What follows belongs to an exercise in optimizing a design on an open flow for small area; a production flow would make more cautious choices. Only simulation tests tie the RTL to the original design; equivalence was not proved. Power and IR drop assume default switching activity.

`flow/run.sh`:
```
#!/bin/bash
# synth_recipe.tcl (not shown) runs the flow's synth.tcl, then flattens the netlist and writes it again
# the make line also repeats each setting of config.mk as NAME=value (left out here)
make -C /OpenROAD-flow-scripts/flow DESIGN_CONFIG=/design/flow/config.mk WORK_HOME=/design/flow/orfs CLKGATE_MAP_FILE= SYNTH_SCRIPT=/design/flow/synth_recipe.tcl finish
```
`flow/config.mk`:
```
export PLATFORM = sky130hd
export DESIGN_NAME = additive_layer_pixel_blend_unit
export DESIGN_NICKNAME = additive_layer_pixel_blend_unit
export VERILOG_FILES = /design/flow/design.v
export SDC_FILE = /design/flow/constraint.sdc
export NUM_CORES = 4
export LEC_CHECK = 0
export ABC_AREA = 1
export CAP_MARGIN = 20
export CORE_MARGIN = 2
export CORE_UTILIZATION = 40
export SLEW_MARGIN = 20
```
`flow/constraint.sdc`:
```
create_clock -name core_clock -period 5.5 [get_ports {clk}]
set_input_delay 1.1000 -clock core_clock [delete_from_list [all_inputs] [get_ports {clk}]]
set_output_delay 1.1000 -clock core_clock [all_outputs]
set_load 0.01 [all_outputs]
```
`flow/design.v`:
```
`timescale 1ns / 1ps
package alpb_pkg;
  localparam int CHAN_W   = 8;
  localparam int CHAN_MAX = 255;
  localparam int PHYS_LAYERS = 4;
  localparam int CFG_INDEX_W = 3;
  localparam int CFG_DATA_W  = 24;
  localparam int COUNT_W     = 3;
  localparam logic [CFG_INDEX_W-1:0] REG_NUM_LAYERS   = 3'd0;
  localparam logic [CFG_INDEX_W-1:0] REG_LAYER0_COLOR = 3'd1;
  typedef struct packed {
    logic [CHAN_W-1:0] red;
    logic [CHAN_W-1:0] green;
    logic [CHAN_W-1:0] blue;
  } rgb_t;
  function automatic logic [CHAN_W-1:0] div255(input logic [2*CHAN_W-1:0] p);
    logic [2*CHAN_W:0] t;
    t = {1'b0, p} + {{(CHAN_W+1){1'b0}}, p[2*CHAN_W-1:CHAN_W]} + {{(2*CHAN_W){1'b0}}, 1'b1};
    div255 = t[2*CHAN_W-1:CHAN_W];
  endfunction
endpackage
`timescale 1ns / 1ps
module alpb_lane (
  input  logic [7:0] tint,
  input  logic       en,
  input  logic [7:0] l1,     
  input  logic [9:0] l3,     
  output logic [7:0] hi,
  output logic       cy
);
  logic [15:0] r [4];
  logic [15:0] s1, c1, s2, c2, p;
  logic [8:0]  cmp;
  for (genvar i = 0; i < 4; i++) begin : g_pp
    logic [1:0] d;
    logic [9:0] m;
    assign d = en ? tint[2*i +: 2] : 2'd0;
    assign m = ({10{d == 2'd1}} & {2'b00, l1}) |
               ({10{d == 2'd2}} & {1'b0, l1, 1'b0}) |
               ({10{d == 2'd3}} & l3);
    assign r[i] = 16'(m) << (2*i);
  end
  assign s1 = r[0] ^ r[1] ^ r[2];
  assign c1 = ((r[0] & r[1]) | (r[0] & r[2]) | (r[1] & r[2])) << 1;
  assign s2 = s1 ^ c1 ^ r[3];
  assign c2 = ((s1 & c1) | (s1 & r[3]) | (c1 & r[3])) << 1;
  assign p  = s2 + c2;
  assign cmp = {1'b0, p[15:8]} + {1'b0, p[7:0]} + 9'd1;
  assign hi  = p[15:8];
  assign cy  = cmp[8];
endmodule
`timescale 1ns / 1ps
module alpb_merge (
  input  logic [7:0]  bg,
  input  logic [31:0] hi,
  input  logic [3:0]  cy,
  output logic [7:0]  pix
);
  logic [10:0] sum;
  assign sum = 11'(bg) + 11'(hi[7:0]) + 11'(hi[15:8]) + 11'(hi[23:16]) + 11'(hi[31:24])
             + 11'(cy[0]) + 11'(cy[1]) + 11'(cy[2]) + 11'(cy[3]);
  assign pix = (sum[10:8] != 3'd0) ? 8'hff : sum[7:0];
endmodule
`timescale 1ns / 1ps
module additive_layer_pixel_blend_unit #(
  parameter int MAX_LAYERS = 4
) (
  input  logic                               clk,
  input  logic                               rst,
  input  logic                               start,
  output logic                               busy,
  input  logic [7:0]                         bg_red,
  input  logic [7:0]                         bg_green,
  input  logic [7:0]                         bg_blue,
  input  logic [7:0]                         layer0_level,
  input  logic [7:0]                         layer1_level,
  input  logic [7:0]                         layer2_level,
  input  logic [7:0]                         layer3_level,
  output logic                               done,
  output logic [7:0]                         out_red,
  output logic [7:0]                         out_green,
  output logic [7:0]                         out_blue,
  input  logic                               cfg_valid,
  output logic                               cfg_ready,
  input  logic [alpb_pkg::CFG_INDEX_W-1:0]   cfg_index,
  input  logic [alpb_pkg::CFG_DATA_W-1:0]    cfg_data
);
  logic [3:0]  en_n;      
  logic [3:0]  tint_ok;   
  logic [23:0] tint [4];
  logic [7:0]  lvl [4];
  logic [3:0][23:0] hi;
  logic [3:0][2:0]  cy;
  logic [3:0][23:0] hi_q;
  logic [3:0][2:0]  cy_q;
  logic [23:0] bg_q;
  logic        valid_q;
  logic [23:0] pix;
  assign busy      = 1'b0;
  assign cfg_ready = 1'b1;
  always_ff @(posedge clk) begin
    if (rst) begin
      en_n    <= '0;
      tint_ok <= '0;
    end else if (cfg_valid) begin
      if (cfg_index == 3'd0) begin
        en_n[0] <= cfg_data[2:0] > 3'd0;
        en_n[1] <= cfg_data[2:0] > 3'd1;
        en_n[2] <= cfg_data[2:0] > 3'd2;
        en_n[3] <= cfg_data[2:0] > 3'd3;
      end
      for (int k = 0; k < 4; k++)
        if (cfg_index == 3'(k + 1)) tint_ok[k] <= 1'b1;
    end
  end
  for (genvar k = 0; k < 4; k++) begin : g_tint
    always_ff @(posedge clk) begin
      if (cfg_valid && cfg_index == 3'(k + 1)) tint[k] <= cfg_data;
    end
  end
  assign lvl[0] = layer0_level;
  assign lvl[1] = layer1_level;
  assign lvl[2] = layer2_level;
  assign lvl[3] = layer3_level;
  for (genvar k = 0; k < 4; k++) begin : g_layer
    logic [9:0] l3;
    logic       en;
    assign l3 = {2'b00, lvl[k]} + {1'b0, lvl[k], 1'b0};
    assign en = en_n[k] & tint_ok[k];
    for (genvar c = 0; c < 3; c++) begin : g_ch
      alpb_lane u_lane (
        .tint (tint[k][8*c +: 8]),
        .en   (en),
        .l1   (lvl[k]),
        .l3   (l3),
        .hi   (hi[k][8*c +: 8]),
        .cy   (cy[k][c])
      );
    end
  end
  always_ff @(posedge clk) begin
    hi_q <= hi;
    cy_q <= cy;
    bg_q <= {bg_red, bg_green, bg_blue};
  end
  always_ff @(posedge clk) begin
    if (rst) valid_q <= 1'b0;
    else     valid_q <= start;
  end
  for (genvar c = 0; c < 3; c++) begin : g_merge
    alpb_merge u_merge (
      .bg  (bg_q[8*c +: 8]),
      .hi  ({hi_q[3][8*c +: 8], hi_q[2][8*c +: 8], hi_q[1][8*c +: 8], hi_q[0][8*c +: 8]}),
      .cy  ({cy_q[3][c], cy_q[2][c], cy_q[1][c], cy_q[0][c]}),
      .pix (pix[8*c +: 8])
    );
  end
  assign done      = valid_q;
  assign out_red   = pix[23:16];
  assign out_green = pix[15:8];
  assign out_blue  = pix[7:0];
endmodule
```
==> flow_metrics.py <==
metrics = {
    "detailed_routing": {
        "wirelength_um": 109000,
        "antenna_left": 0,
        "vias": 32300,
        "drt_iter0_drc": 2773,
        "drc": 0,
        "vias_per_cell": 5.29,
        "first_pass_iters": 8,
        "wl_per_cell_um": 17.8,
    },
    "grt": {
        "track_usage": 0.255,
        "grt_max_degree": 26,
        "grt_pass1_wl_um": 169000,
        "antenna_found_initial": 12,
        "first_global_vias": 31100,
        "grt_overflow": 0,
    },
    "critical_path": {
        "arrival_ns": 4.67,
        "critPathMaxFanout": 5,
        "crit_type": "reg2out",
        "endpoint_kind": "output pin",
        "worst-endpoint-required_ns": 4.40,
        "worstSetupStartpointType": "flip-flop",
        "crit_start": "bg_q[0]",
        "timing.rr.start": "en_n[0]",
    },
    "clocking": {
        "cts_num_sinks": 237,
        "hold_buffers": 0,
        "cts_tree": "yes",
        "cts_made_buffers": 28,
        "clock_latency_ns": 0.58,
        "cts_max_level": 1,
        "clk_pin_slew_ns": 0.06,
        "cts_buffer_depth": 3,
        "clockRootBuffer": "clkbuf_16",
    },
    "yosys": {
        "synth_fp_nets": 5042,
        "ys_warn_count": 7,
        "yosys_most_used_dff": "dfxtp_1",
        "async_reset_ff_frac": 0,
        "netlist_area_sq_mm": 0.0325,
        "synth.distinct_cells": 49,
        "yosysSeqAreaShare": 0.176,
        "syn_inst": 4298,
        "yosys_register_bits": 237,
        "syn_area_per_cell_sq_um": 7.56,
        "synth_edf_count": 96,
    },
    "sta": {
        "period_share": 1.05,
        "hold_viol": 0,
        "setup-tns-final_ns": -3.57,
        "worstMarginPinSlew_ns": 0.839,
        "setup_viol": 24,
        "finClkSkew_ns": 0.0238,
        "maxSlewHeadroom": 0.439,
        "fin_crit_ns": 5.77,
        "drv_slew": 0,
        "fmax_ghz": 0.173,
        "setup_slack_ns": -0.275,
        "rsz0062_at_grt": "true",
    },
    "power": {
        "power_mw": 4.93,
        "vdd_ir_drop_max_uv": 220,
        "powerDensity_mw_per_mm2": 116,
        "power_leakage_nw": 21.4,
    },
    "die": {
        "die_w_um": 289,
        "core_sq_mm": 0.0805,
        "die-area_sq_mm": 0.0836,
        "initial_utilization": 0.404,
        "rows": 104,
        "die_h_um": 289,
        "pin_count": 114,
    },
    "final_layout": {
        "layout.area.seq_sq_mm": 0.00571,
        "nets": 5759,
        "drive_above_1_share": 0.236,
        "area_growth_syn_to_layout_pct": 30.3,
        "multiInputGateArea_sq_mm": 0.0249,
        "num-fill-cells": 7614,
        "layout.cells.non_filler": 6103,
    },
    "flow_run": {
        "drv_cap": 0,
    },
    "place": {
        "gp_congestion": 0.940,
        "dp.cells": 6004,
        "io_buffers": 111,
        "dp_hpwl_um": 86400,
    },
    "run_status": {
        "status": "complete, but fails checks",
        "so_faults": "setup timing",
    },
    "hold_path": {
        "hp-class": "reg2reg",
        "min-delay-start": "en_n[2]",
    },
}
## cells in the final DEF (no fill, tap or decap), types with 49 or more instances in the layout
cell and instances:
nand2_1 707, clkdlybuf4s50_1 63, fa_1 221, nor2_1 264, edfxtp_1 96, xnor2_1 49, a21oi_1 190, a21oi_2 54
nand3_1 167, ha_1 369, dfxtp_1 135, xor2_1 57, a22oi_1 225, o21ai_0 223, buf_4 660, inv_1 772
nor2_2 66, o21ai_1 65
## cell families (layout without fill, tap and decap cells)
kind of cell	after synthesis	count (layout)	synth area share
simple gates	1365	1365	0.184
compound gates	976	976	0.185
buf+inv	914	1653	0.110
fa+ha+maj	657	657	0.306
flops	237	237	0.176
xor+xnor	147	147	0.0398
other cells	2	8	0.000231
## critical path: stages (launching register included)
cell     delay, ns
dfxtp_1       0.33
ha_4          0.16
fa_2          0.35
nand3_2       0.07
nand3_2       0.10
a21oi_2       0.15
nor2_1        0.07
nor2_2        0.13
xor2_2        0.25
fa_1          0.47
inv_2         0.08
fa_2          0.45
ha_4          0.29
ha_4          0.21
nand2_4       0.07
inv_4         0.04
a21oi_2       0.14
nand2_1       0.06
nand2_1       0.06
nand2_2       0.06
nor2_4        0.18
buf_6         0.15
nand3_4       0.09
buf_6         0.13
## metal layers
layer,GRT usage,vias up,part of all wire
met5,0,-,0.00064
met3,0.0296,237,0.073
met4,0.0763,10,0.034
met1,0.354,15100,0.44
li1,-,15700,-
met2,0.417,1271,0.45
## flip-flops by register name, summed over array words and instances (netlist names)
signal   cells
tint        96
en_n         4
bg_q        24
cy_q        12
tint_ok      4
hi_q        96
valid_q      1
## cell type report
cell class | instances | share of cell area
Tap cell | 1060 | 0.0313
Sequential cell | 237 | 0.135
Timing Repair Buffer | 793 | 0.152
Clock inverter | 16 | 0.00263
Antenna cell | 6 | 0.000354
Multi-Input combinational cell | 3147 | 0.589
Inverter | 808 | 0.0722
Clock buffer | 36 | 0.0185
## synth_stat cells (18+ instances only)
cell | number | share of area
inv_1 | 787 | 0.091
nand2_1 | 731 | 0.084
ha_1 | 425 | 0.16
nor2_1 | 281 | 0.032
o21ai_0 | 256 | 0.039
a21oi_1 | 237 | 0.036
fa_1 | 232 | 0.14
a22oi_1 | 225 | 0.052
nand3_1 | 204 | 0.031
dfxtp_1 | 141 | 0.087
edfxtp_1 | 96 | 0.089
xor2_1 | 83 | 0.022
clkbuf_1 | 69 | 0.0080
xnor2_1 | 63 | 0.017
nor2_2 | 51 | 0.0098
o22ai_1 | 48 | 0.0092
o21ai_1 | 47 | 0.0072
o221ai_1 | 40 | 0.011
o21bai_1 | 27 | 0.0062
o211ai_1 | 20 | 0.0046
o21a_1 | 19 | 0.0044
nand2_2 | 18 | 0.0035
nand4_1 | 18 | 0.0035
## repair_timing
| item | CTS | global route |
|---|---|---|
| buffers inserted | 20 | 22 |
| setup endpoints to repair | 36 | 36 |
| gates resized for setup | 251 | 253 |
| pin swaps | 47 | 92 |
| cloned | 0 | 0 |
## through the flow
step / utilization / cell area, sq um / hold WS (ns) / worst slack [ns]
after floorplan: - / 32500 / 0.452 / 0.0147
after global placement: 0.488 / 39300 / 0.469 / -0.815
after detailed placement: 0.488 / 39300 / 0.473 / -0.827
after CTS: 0.510 / 41100 / 0.483 / -0.291
after global routing: 0.526 / 42300 / 0.513 / -0.441
final: 0.526 / 42400 / 0.485 / -0.275
## power by group
group / switching, mW / internal [mW]
logic: 0.697 / 0.517
registers: 0.0263 / 1.87
clock network: 0.807 / 1.01
## final timing paths
path                 end  depth (start not counted)  slack (ns)
max          out_blue[7]                         23       -0.27
min              en_n[2]                          2        0.48
max reg2reg      cy_q[0]                         21        0.61
min reg2reg      en_n[2]                          2        0.48

[static timing again, ports no longer ideal]
No port has a modelled driver above. Below, the same layout with a new extraction and two added sets of constraints.
Step 1 (the two cells are an assumption about what drives the block):
set clk [get_ports {clk}]
set_driving_cell -lib_cell sky130_fd_sc_hd__clkbuf_16 $clk
set_driving_cell -lib_cell sky130_fd_sc_hd__buf_2 [delete_from_list [all_inputs] $clk]
Step 2 moves the port delays by t, midway between the first and last clock arrival at a register: inputs arrive t later, outputs are due t later. That takes back most of the time a late clock gives input paths.
Three values: no drivers, after step 1, after step 2; two values: the first two.
t (ns): 0.619
setup slack, ns: -0.275 / -0.329 / -0.340
hold slack, ns: 0.485 / 0.485 / 0.485
For this run, drivers alone change the setup slack by -0.054 ns; drivers and shift together by -0.065 ns.
